What follows belongs to an exercise in optimizing a design on an open flow for small area, a short achievable clock period and few clock cycles; a production flow would make more cautious choices.
At most, simulation tests tie the RTL to the original design; equivalence was not proved.

north:
// grammar_token_scanner
module grammar_token_scanner #(
    parameter int unsigned SOURCE_DEPTH = 65536
) (
    input  logic        aclk,
    input  logic        aresetn,
    input  logic        cfg_we,
    input  logic [15:0] cfg_wdata,
    input  logic        s_valid,
    output logic        s_ready,
    input  logic [7:0]  s_ch,
    input  logic        s_end_of_source,
    output logic        m_valid,
    input  logic        m_ready,
    output logic [3:0]  m_kind,
    output logic [15:0] m_line,
    output logic [15:0] m_start_res,
    output logic [15:0] m_length,
    output logic [1:0]  m_error_code,
    output logic        m_last_result
);
Size in the first run: about 800 cells after synthesis, about 110 flip-flops.
export LEC_CHECK = 0
export ABC_AREA = 1
export CAP_MARGIN = 20
export CORE_MARGIN = 2
export CORE_UTILIZATION = 40
export CTS_BUF_LIST = sky130_fd_sc_hd__clkbuf_4 sky130_fd_sc_hd__clkbuf_8
export SETUP_SLACK_MARGIN = 3.0
export SLEW_MARGIN = 20
create_clock -name core_clock -period 5.5 [get_ports {aclk}]
standard.sh (not shown) runs the stock make flow with config.mk's settings and CLKGATE_MAP_FILE= SYNTH_SCRIPT=/design/flow/synth_recipe.tcl, a recipe that flattens the netlist after the stock synthesis.
==> flow/flow/run.sh <==
#!/bin/bash
# The standard layout, with the port buffers made from sky130_fd_sc_hd__buf_1
# instead of the delay cell buffer_ports picks by default. ORFS writes each
# step's log under orfs/logs; make's own output goes to standard.log.
bash standard.sh BUFFER_PORTS_ARGS="-buffer_cell sky130_fd_sc_hd__buf_1" finish > standard.log 2>&1
> inputs changed (north -> south)
--- a/flow/design.v
+++ b/flow/design.v
@@ -64,24 +64,25 @@
     logic        d_eos;         
     logic        d_lf;          
     logic        d_fid;         
     logic        d_fstr;        
     logic        d_id2;         
     logic        d_prep;        
     logic [1:0]  d_mode;        
     logic        o_valid;
     logic        o_bubble;      
     logic [3:0]  o_kind;
     logic [1:0]  o_err;
     logic        o_text;
+    logic        o_last;
     logic        m_busy;
     logic        o_vl;
     logic [1:0]  o_text_c;
     logic        q_valid;
     logic [2:0]  q_code;
     logic        f_pend;
     logic [15:0] line_reg;
     logic [15:0] pos_reg;
     logic [15:0] ts_reg;
     logic [15:0] len_reg;
     logic [15:0] first_line_reg;
     logic        src_start;
@@ -169,67 +170,70 @@
     assign pos_inc  = {1'b0, pos_reg} + 17'd1;
     assign line_inc = {1'b0, line_reg} + 17'd1;
     assign len_inc  = {1'b0, len_reg} + 17'd1;
     assign new_src  = load & (src_start | (consume & d_eos));
     logic        pos_sat;
     logic [15:0] pos_nx;
     assign pos_sat = (pos_reg >= POS_MAX);
     assign pos_nx  = (POS_MAX == 16'hFFFF) ? (pos_inc[15:0] | {16{pos_sat}})
                                            : (pos_sat ? pos_reg : pos_inc[15:0]);
     assign m_valid       = o_valid;
     assign m_kind        = o_kind;
     assign m_error_code  = o_err;
-    assign m_last_result = ~(q_valid | f_pend);
+    assign m_last_result = o_last;
     assign m_line        = line_reg;
     assign m_start_res   = o_text_c[0] ? ts_reg : 16'd0;
     assign m_length      = o_text_c[1] ? len_reg : 16'd0;
     assign s_ready       = main_free;
     assign out_take  = o_valid & m_ready;
-    assign advance   = (out_take & ~o_vl) | o_bubble;
-    assign consume   = b_valid & ((m_ready & o_vl) | (~o_valid & ~o_bubble));
+    assign advance   = (out_take & ~o_last) | o_bubble;
+    assign consume   = b_valid & ((out_take & o_last) | (~o_valid & ~o_bubble));
     assign main_free = ~m_busy | (m_ready & o_vl);
     assign take      = s_valid & main_free;
     assign load      = take;
     assign to_post   = ~q_valid | (q_code == 3'd0);
     assign prep      = advance & d_prep & to_post;
     always_ff @(posedge aclk) begin
         if (load) begin
             d_eos  <= n_eos;
             d_lf   <= is_lf;
             d_fid  <= n_fid;
             d_fstr <= n_fstr;
             d_id2  <= n_id2;
             o_kind <= n_kind;
             o_err  <= n_err;
             o_text <= n_text;
             o_text_c <= {2{n_text}};
+            o_last <= n_last;
             q_code <= n_qcode;
         end else if (advance) begin
             if (q_valid) begin
                 if (q_code == 3'd0) begin
                     o_kind <= d_id2 ? gts_pkg::KIND_IDENT : gts_pkg::KIND_ERR;
                     o_err  <= d_id2 ? gts_pkg::ERR_NONE : gts_pkg::ERR_OPEN_STR;
                     o_text <= d_id2;
                     o_text_c <= {2{d_id2}};
                 end else begin
                     o_kind <= (q_code == 3'd7) ? gts_pkg::KIND_ERR : {1'b0, q_code};
                     o_err  <= (q_code == 3'd7) ? gts_pkg::ERR_UNEXPECTED : gts_pkg::ERR_NONE;
                     o_text <= 1'b0;
                     o_text_c <= 2'b00;
                 end
+                o_last <= ~f_pend;
             end else begin
                 o_kind <= gts_pkg::KIND_EOF;
                 o_err  <= gts_pkg::ERR_NONE;
                 o_text <= 1'b0;
                     o_text_c <= 2'b00;
+                o_last <= 1'b1;
             end
         end
         if (new_src) begin
             pos_reg <= 16'd0;
         end else if (consume && !d_eos) begin
             pos_reg <= pos_nx;
         end
         if (new_src) begin
             ts_reg  <= 16'd0;
             len_reg <= 16'd1;
         end else if (prep) begin
             if (d_id2 && !len_inc[16]) begin
Notes after the runs:
Lower via count of the first global-routing pass goes to south over north.
There was hardly any difference in final cycle utilization of the critical path between south and north.
When south is set beside north, its count of buffers not belonging to the clock network in the layout turns out to be 16 smaller.
Changes observed in south relative to north: clock period minus final worst setup slack +0.0051 ns, number of cells on the critical path ~0 delta, final area -280 um^2, maximum frequency ~0 delta.
south against north: total global routing track utilization moved down; number of flip-flops and latches moved up.
Worst setup slack in south is 0.0051 ns lower than in north
Testbench counts of south, summed over its fixed seeds: cycles 24,756.
Function not checked in north: the RTL went through the layout flow alone.

## what the ideal ports hide
The flow's constraints put no driver on any port. The routed layouts listed below were extracted and timed again, unchanged, in two steps.
Step 1, drivers: a clkbuf_16 drives aclk and a buf_2 each remaining input, both assumed.
Step 2, shift: input delay + t, output delay - t, t = (earliest + latest rising clock arrival at the registers) / 2. This alone moves slack from input paths to output paths.
Three values: ideal, step 1, step 2; two values: the first two.
run | shift t [ns] | setup slack, ns | pins driven straight from the clock port
north | 0.417 | 2.974 / 2.936 / 2.657 | 1
south | 0.415 | 2.969 / 2.928 / 2.733 | 1
After both steps every run listed still meets setup and hold. The setup slack of north, which loses most, moves by -0.038 ns with the drivers and by -0.317 ns with both steps.
